This is an optimization exercise on Yosys and OpenROAD, whose aim is small area, a short achievable clock period and few clock cycles, not a production implementation.
In this exercise RTL edits were held to simulation tests only and were not proved equivalent to the original.
The flow treats the clock pin as an ideal source, which a real chip does not have.
Power is estimated from default activity; no workload was simulated.

==> flow/design.v <==
package clock_sync_pkg;
	typedef logic [15:0] stamp_t;
	typedef struct packed {
		logic [8-1:0] addr;
		logic [7:0]                data;
		logic                      we;
	} mbox_wr_t;
	typedef struct packed {
		stamp_t tx;
		stamp_t rx;
	} snapshot_t;
	typedef logic [4-1:0] node_mask_t;
	typedef struct packed {
		node_mask_t rx_ok;
		node_mask_t sync_ok;
		node_mask_t slave_rdy;
		node_mask_t scope_trigger;
	} node_status_t;
	typedef struct packed {
		stamp_t offset;
		stamp_t delay;
	} node_result_t;
	typedef node_result_t [4-1:0] result_array_t;
	typedef logic [2+1:0] stamp_addr_t;
endpackage
`timescale 1ns/1ps
module local_counter (
	input  logic                      clk_i,
	input  logic                      arst_n_i,
	input  logic [1:0]                snapshot_req_i,
	output clock_sync_pkg::stamp_t    count_o,
	output logic                      cycle_start_o,
	output logic [7:0]                snap_tx_n_o,
	output logic [7:0]                snap_rx_o
);
	logic [7:0] count;
	assign cycle_start_o = (count == 8'd199);
	assign count_o = {8'd0, count};
	always_ff @(posedge clk_i or negedge arst_n_i) begin
		if (!arst_n_i) begin
			count <= '0;
		end else begin
			count <= cycle_start_o ? 8'd0 : count + 8'd1;
		end
	end
	always_ff @(posedge clk_i or negedge arst_n_i) begin
		if (!arst_n_i) begin
			snap_tx_n_o <= '1;
			snap_rx_o <= '0;
		end else begin
			if (snapshot_req_i[0]) begin
				snap_tx_n_o <= ~count;
			end
			if (snapshot_req_i[1]) begin
				snap_rx_o <= count;
			end
		end
	end
endmodule
`timescale 1ns/1ps
module timestamp_store (
	input  logic                         clk_i,
	input  logic                         arst_n_i,
	input  logic [7:0]                   mbox_addr_i,
	input  logic [7:0]                   mbox_data_i,
	input  logic                         mbox_we_i,
	input  logic                         cycle_take_i,
	output logic [16*14-1:0]             stamps_o,
	output clock_sync_pkg::node_status_t status_next_o
);
	logic [7:0] stamp_lo [14];
	logic [7:0] stamp_hi [14];
	logic [2:0] flags [4];
	logic [3:0] rdy1;
	logic [3:0] rdy2;
	logic [3:0] chain_ok;
	logic [3:0] lo_hit;
	logic [3:0] hi_hit;
	logic [3:0] flag_hit;
	logic [15:0] lo_en;
	logic [15:0] hi_en;
	always_comb begin
		for (int n = 0; n < 4; n++) begin
			flag_hit[n] = mbox_we_i && (mbox_addr_i == 8'(16 + 16 * n + 2));
			for (int k = 0; k < 4; k++) begin
				lo_en[4 * n + k] = mbox_we_i && (mbox_addr_i == 8'(16 + 16 * n + 4 + 2 * k));
				hi_en[4 * n + k] = mbox_we_i && (mbox_addr_i == 8'(16 + 16 * n + 5 + 2 * k));
			end
			lo_hit[n] = |lo_en[4 * n +: 4];
			hi_hit[n] = |hi_en[4 * n +: 4];
		end
	end
	assign chain_ok = {rdy1[2:0] & rdy2[2:0], 1'b1};
	always_comb begin
		status_next_o = '0;
		for (int n = 0; n < 4; n++) begin
			status_next_o.rx_ok[n] = rdy1[n] & rdy2[n];
			status_next_o.sync_ok[n] = status_next_o.rx_ok[n] & flags[n][0];
			status_next_o.slave_rdy[n] = status_next_o.sync_ok[n] & flags[n][1];
			status_next_o.scope_trigger[n] = status_next_o.rx_ok[n] & flags[n][2];
		end
	end
	always_ff @(posedge clk_i or negedge arst_n_i) begin
		if (!arst_n_i) begin
			rdy1 <= '0;
			rdy2 <= '0;
			for (int n = 0; n < 4; n++) begin
				flags[n] <= '0;
			end
		end else if (cycle_take_i) begin
			rdy1 <= '0;
			rdy2 <= '0;
			for (int n = 0; n < 4; n++) begin
				flags[n] <= '0;
			end
		end else begin
			rdy1 <= rdy1 | (lo_hit & chain_ok);
			rdy2 <= rdy2 | (hi_hit & chain_ok & rdy1);
			for (int n = 0; n < 4; n++) begin
				if (flag_hit[n]) begin
					flags[n] <= mbox_data_i[2:0];
				end
			end
		end
	end
	always_ff @(posedge clk_i or negedge arst_n_i) begin
		if (!arst_n_i) begin
			for (int i = 0; i < 14; i++) begin
				stamp_lo[i] <= (i % 4 == 2) ? 8'hff : 8'h00;
				stamp_hi[i] <= (i % 4 == 2) ? 8'hff : 8'h00;
			end
		end else begin
			for (int i = 0; i < 14; i++) begin
				if (lo_en[i]) begin
					stamp_lo[i] <= (i % 4 == 2) ? ~mbox_data_i : mbox_data_i;
				end
				if (hi_en[i]) begin
					stamp_hi[i] <= (i % 4 == 2) ? ~mbox_data_i : mbox_data_i;
				end
			end
		end
	end
	always_comb begin
		for (int i = 0; i < 14; i++) begin
			stamps_o[16 * i +: 16] = {stamp_hi[i], stamp_lo[i]};
		end
	end
endmodule
`timescale 1ns/1ps
module offset_delay_calc (
	input  logic                          clk_i,
	input  logic                          arst_n_i,
	input  logic                          cycle_start_i,
	input  logic [7:0]                    snap_tx_n_i,
	input  logic [7:0]                    snap_rx_i,
	input  logic [16*14-1:0]              stamps_i,
	input  clock_sync_pkg::node_status_t  status_next_i,
	output logic                          cycle_take_o,
	output logic [4*32-1:0]     results_o,
	output clock_sync_pkg::node_status_t  status_o,
	output logic                          result_req_o,
	input  logic                          result_ack_i
);
	logic release_q;
	logic [4*32-1:0] results_next;
	assign cycle_take_o = cycle_start_i && !result_req_o && !release_q;
	function automatic logic [15:0] cpa(input logic [15:0] x, input logic [15:0] y);
		logic [15:0] g, p, gn, pn, h;
		g = x & y;
		p = x ^ y;
		h = p;
		for (int l = 0; l < 4; l++) begin
			gn = g; pn = p;
			for (int i = 0; i < 16; i++) begin
				if ((i % (2 << l)) == (2 << l) - 1) begin
					gn[i] = g[i] | (p[i] & g[i - (1 << l)]);
					pn[i] = p[i] & p[i - (1 << l)];
				end
			end
			g = gn; p = pn;
		end
		for (int l = 2; l >= 0; l--) begin
			gn = g; pn = p;
			for (int i = 0; i < 16; i++) begin
				if (i >= (2 << l) && ((i + 1) % (2 << l)) == (1 << l)) begin
					gn[i] = g[i] | (p[i] & g[i - (1 << l)]);
					pn[i] = p[i] & p[i - (1 << l)];
				end
			end
			g = gn; p = pn;
		end
		cpa = h ^ {g[14:0], 1'b0};
	endfunction
	function automatic logic [15:0] csa_s(input logic [15:0] x, input logic [15:0] y,
			input logic [15:0] z);
		csa_s = x ^ y ^ z;
	endfunction
	function automatic logic [15:0] csa_c(input logic [15:0] x, input logic [15:0] y,
			input logic [15:0] z, input logic cin);
		csa_c = {(x[14:0] & y[14:0]) | (x[14:0] & z[14:0]) | (y[14:0] & z[14:0]), cin};
	endfunction
	always_comb begin
		for (int k = 0; k < 4; k++) begin
			logic [15:0] t0, t1, an, b, s1, c1, s2, c2;
			t0 = stamps_i[16 * (4 * k) +: 16];
			t1 = stamps_i[16 * (4 * k + 1) +: 16];
			if (k == 0) begin
				an = {8'hff, snap_tx_n_i};
				b = {8'd0, snap_rx_i};
			end else begin
				an = stamps_i[16 * (4 * k - 2) +: 16];
				b = stamps_i[16 * (4 * k - 1) +: 16];
			end
			s1 = csa_s(t0, an, b);
			c1 = csa_c(t0, an, b, 1'b1);
			s2 = csa_s(s1, c1, ~t1);
			c2 = csa_c(s1, c1, ~t1, 1'b1);
			results_next[32 * k +: 16] = cpa(s2, c2);
			s1 = csa_s(t0, an, t1);
			c1 = csa_c(t0, an, t1, 1'b1);
			s2 = csa_s(s1, c1, ~b);
			c2 = csa_c(s1, c1, ~b, 1'b1);
			results_next[32 * k + 16 +: 16] = cpa(s2, c2);
		end
	end
	always_ff @(posedge clk_i) begin
		if (cycle_take_o) begin
			results_o <= results_next;
			status_o <= status_next_i;
		end
	end
	always_ff @(posedge clk_i or negedge arst_n_i) begin
		if (!arst_n_i) begin
			result_req_o <= 1'b0;
			release_q <= 1'b0;
		end else if (cycle_take_o) begin
			result_req_o <= 1'b1;
		end else if (result_req_o) begin
			if (result_ack_i) begin
				result_req_o <= 1'b0;
				release_q <= 1'b1;
			end
		end else if (release_q) begin
			if (!result_ack_i) begin
				release_q <= 1'b0;
			end
		end
	end
endmodule
`timescale 1ns/1ps
module clock_sync_top (
	input  logic                          clk_i,
	input  logic                          arst_n_i,
	input  logic [7:0]                    mbox_addr_i,
	input  logic [7:0]                    mbox_data_i,
	input  logic                          mbox_we_i,
	input  logic [1:0]                    snapshot_req_i,
	output logic [15:0]                   local_count_o,
	output logic [127:0]                  results_o,
	output logic [15:0]                   status_o,
	output logic                          result_req_o,
	input  logic                          result_ack_i
);
	logic cycle_start;
	logic cycle_take;
	logic [7:0] snap_tx_n;
	logic [7:0] snap_rx;
	logic [16*14-1:0] stamps;
	clock_sync_pkg::node_status_t status_next;
	local_counter u_local_counter (
		.clk_i          (clk_i),
		.arst_n_i       (arst_n_i),
		.snapshot_req_i (snapshot_req_i),
		.count_o        (local_count_o),
		.cycle_start_o  (cycle_start),
		.snap_tx_n_o    (snap_tx_n),
		.snap_rx_o      (snap_rx)
	);
	timestamp_store u_timestamp_store (
		.clk_i         (clk_i),
		.arst_n_i      (arst_n_i),
		.mbox_addr_i   (mbox_addr_i),
		.mbox_data_i   (mbox_data_i),
		.mbox_we_i     (mbox_we_i),
		.cycle_take_i  (cycle_take),
		.stamps_o      (stamps),
		.status_next_o (status_next)
	);
	offset_delay_calc u_offset_delay_calc (
		.clk_i         (clk_i),
		.arst_n_i      (arst_n_i),
		.cycle_start_i (cycle_start),
		.snap_tx_n_i   (snap_tx_n),
		.snap_rx_i     (snap_rx),
		.stamps_i      (stamps),
		.status_next_i (status_next),
		.cycle_take_o  (cycle_take),
		.results_o     (results_o),
		.status_o      (status_o),
		.result_req_o  (result_req_o),
		.result_ack_i  (result_ack_i)
	);
endmodule
==> flow/config.mk <==
export PLATFORM = sky130hd
export DESIGN_NAME = clock_sync_top
export DESIGN_NICKNAME = clock_sync_top
export VERILOG_FILES = /design/flow/design.v
export SDC_FILE = /design/flow/constraint.sdc
export NUM_CORES = 4
export LEC_CHECK = 0
export CAP_MARGIN = 20
export CORE_MARGIN = 2
export CORE_UTILIZATION = 65
export CTS_BUF_LIST = sky130_fd_sc_hd__clkbuf_8
export CTS_CLUSTER_SIZE = 30
export PLACE_DENSITY = 0.8
export SETUP_SLACK_MARGIN = 5
export SLEW_MARGIN = 20
==> flow/constraint.sdc <==
create_clock -name core_clock -period 9.0 [get_ports {clk_i}]
set_input_delay 1.8000 -clock core_clock [delete_from_list [all_inputs] [get_ports {clk_i}]]
set_output_delay 1.8000 -clock core_clock [all_outputs]
set_load 0.01 [all_outputs]
standard.sh (not shown) runs the stock make flow with config.mk's settings and CLKGATE_MAP_FILE= SYNTH_SCRIPT=/design/flow/synth_recipe.tcl, a recipe that flattens the netlist after the stock synthesis.
==> flow/flow/run.sh <==
#!/bin/bash
set -euo pipefail
bash standard.sh finish \
  MATCH_CELL_FOOTPRINT=0 \
  "BUFFER_PORTS_ARGS=-buffer_cell sky130_fd_sc_hd__buf_2" \
  > flow_make.log 2>&1
Testbench counts at the start, summed over its fixed seeds: cycles 240.
Next try:
- CORE_UTILIZATION: 65 -> 40
- CTS_BUF_LIST: sky130_fd_sc_hd__clkbuf_8 -> default
- CTS_CLUSTER_SIZE: 30 -> default
- PLACE_DENSITY: 0.8 -> 0.6
What happened: The changed run went through all stages and came out clean; worst setup slack gets worse by 0.12 ns; non-clock buffer count rose by 1; via count decreases by 3.6%; final cell count went up by 11%; routed wire length is higher by 7.8%; final area rose by 2.5%; maximum frequency shrinks by 3.1%; global-route usage falls by 9.6 points.
Next try:
==> flow/flow/run.sh (replaced) <==
#!/bin/bash
set -euo pipefail
bash standard.sh finish \
  MATCH_CELL_FOOTPRINT=0 SETUP_SLACK_MARGIN=5.3 \
  "BUFFER_PORTS_ARGS=-buffer_cell sky130_fd_sc_hd__buf_1" \
  > flow_make.log 2>&1
- CORE_UTILIZATION: 40 -> 65
- CTS_BUF_LIST: default -> sky130_fd_sc_hd__clkbuf_8
- CTS_CLUSTER_DIAMETER: default -> 80
- CTS_CLUSTER_SIZE: default -> 16
- PLACE_DENSITY: 0.6 -> 0.8
After rerunning:
- cell area goes down by 4.0%
- clock-buffer cell count goes down by 40
- hold slack gets better by 0.012 ns
- total power drops by 13%
Next try:
==> flow/flow/run.sh (replaced) <==
#!/bin/bash
set -euo pipefail
here=$(pwd)
bash standard.sh finish \
  MATCH_CELL_FOOTPRINT=0 SETUP_SLACK_MARGIN=5.15 \
  "BUFFER_PORTS_ARGS=-buffer_cell sky130_fd_sc_hd__buf_1" \
  POST_CTS_TCL=$here/flow/skew.tcl SKEW_BUF_CELL=sky130_fd_sc_hd__clkbuf_4 SKEW_PRE_CELL=sky130_fd_sc_hd__clkbuf_1 \
  > flow_make.log 2>&1
==> flow/flow/skew.tcl (new file) <==
# Useful skew for the stamp -> result paths. After clock tree synthesis, the result registers
# under each leaf clock net are moved behind one extra clock buffer driven by that leaf net,
# so they capture a little later than the stamp registers launch. Only the register-to-
# register paths into the result registers gain; their paths to the outputs lose. With
# SKEW_PRE_CELL set, a second, smaller buffer drives the extra buffer, for a longer delay.
set block [ord::get_db_block]
set master [[ord::get_db] findMaster $::env(SKEW_BUF_CELL)]
array set groups {}
foreach inst [$block getInsts] {
  if { [string match "u_offset_delay_calc.results_o*" [$inst getName]] } {
    set it [$inst findITerm CLK]
    lappend groups([[$it getNet] getName]) $it
  }
}
set k 0
foreach leaf [lsort [array names groups]] {
  set buf [odb::dbInst_create $block $master skew_buf_$k]
  set net [odb::dbNet_create $block clknet_skew_$k]
  $net setSigType CLOCK
  if { [info exists ::env(SKEW_PRE_CELL)] && $::env(SKEW_PRE_CELL) != "" } {
    set pre [odb::dbInst_create $block [[ord::get_db] findMaster $::env(SKEW_PRE_CELL)] skew_pre_$k]
    set mid [odb::dbNet_create $block clknet_skew_pre_$k]
    $mid setSigType CLOCK
    [$pre findITerm A] connect [$block findNet $leaf]
    [$pre findITerm X] connect $mid
    [$buf findITerm A] connect $mid
  } else {
    set pre ""
    [$buf findITerm A] connect [$block findNet $leaf]
  }
  [$buf findITerm X] connect $net
  set sx 0
  set sy 0
  foreach it $groups($leaf) {
    $it disconnect
    $it connect $net
    set loc [[$it getInst] getLocation]
    incr sx [lindex $loc 0]
    incr sy [lindex $loc 1]
  }
  set n [llength $groups($leaf)]
  $buf setLocation [expr { $sx / $n }] [expr { $sy / $n }]
  $buf setPlacementStatus PLACED
  if { $pre != "" } {
    $pre setLocation [expr { $sx / $n }] [expr { $sy / $n }]
    $pre setPlacementStatus PLACED
  }
  puts "skew: $n result registers under $leaf now behind skew_buf_$k"
  incr k
}
detailed_placement
estimate_parasitics -placement
repair_timing_helper
detailed_placement
check_placement -verbose
- SETUP_SLACK_MARGIN: 5 -> default
Result: Worst hold slack degrades by 0.078 ns; sequential share of layout area came out higher by 0.45 points; power came out lower by 1.1%; area after synthesis is unchanged; worst setup slack barely changes; global-route usage came out higher by 0.35 points; die area is unchanged; final area came out lower by 1.1%.

-- separate check: timing with driven ports --
No port has a modelled driver above. Below, the same layouts with a new extraction and two added sets of constraints.
Step 1 sets driving cells, clkbuf_16 on the clock port and buf_2 on the other inputs (assumed; they add their load-dependent delay and slew).
Step 2, shift: input delay + t, output delay - t, t = (earliest + latest rising clock arrival at the registers) / 2. This alone moves slack from input paths to output paths.
a / b / c = ideal ports / drivers / drivers and shift; a / b = the first two.
run | shift t [ns] | setup WS [ns] | hold WS [ns] | latest minus earliest clock arrival (ns) | worst data-port slew with drivers (ns)
the first run | 0.644 | 5.214 / 5.214 / 4.801 | 0.493 / 0.493 / 0.493 | 0.024 / 0.024 | 0.10
the second run | 0.635 | 5.093 / 5.080 / 4.445 | 0.492 / 0.492 / 0.492 | 0.021 / 0.021 | 0.10
the third run | 0.697 | 5.370 / 5.370 / 4.915 | 0.505 / 0.505 / 0.505 | 0.025 / 0.026 | 0.10
the fourth run | 0.810 | 5.370 / 5.370 / 4.666 | 0.427 / 0.427 / 0.427 | 0.303 / 0.303 | 0.11
In the fourth run the clock reaches the registers at very different times; t lies between them, and the last value is a rough guide only. The setup slack of the fourth run, which loses most, moves by 0.000 ns with the drivers and by -0.704 ns with both steps.
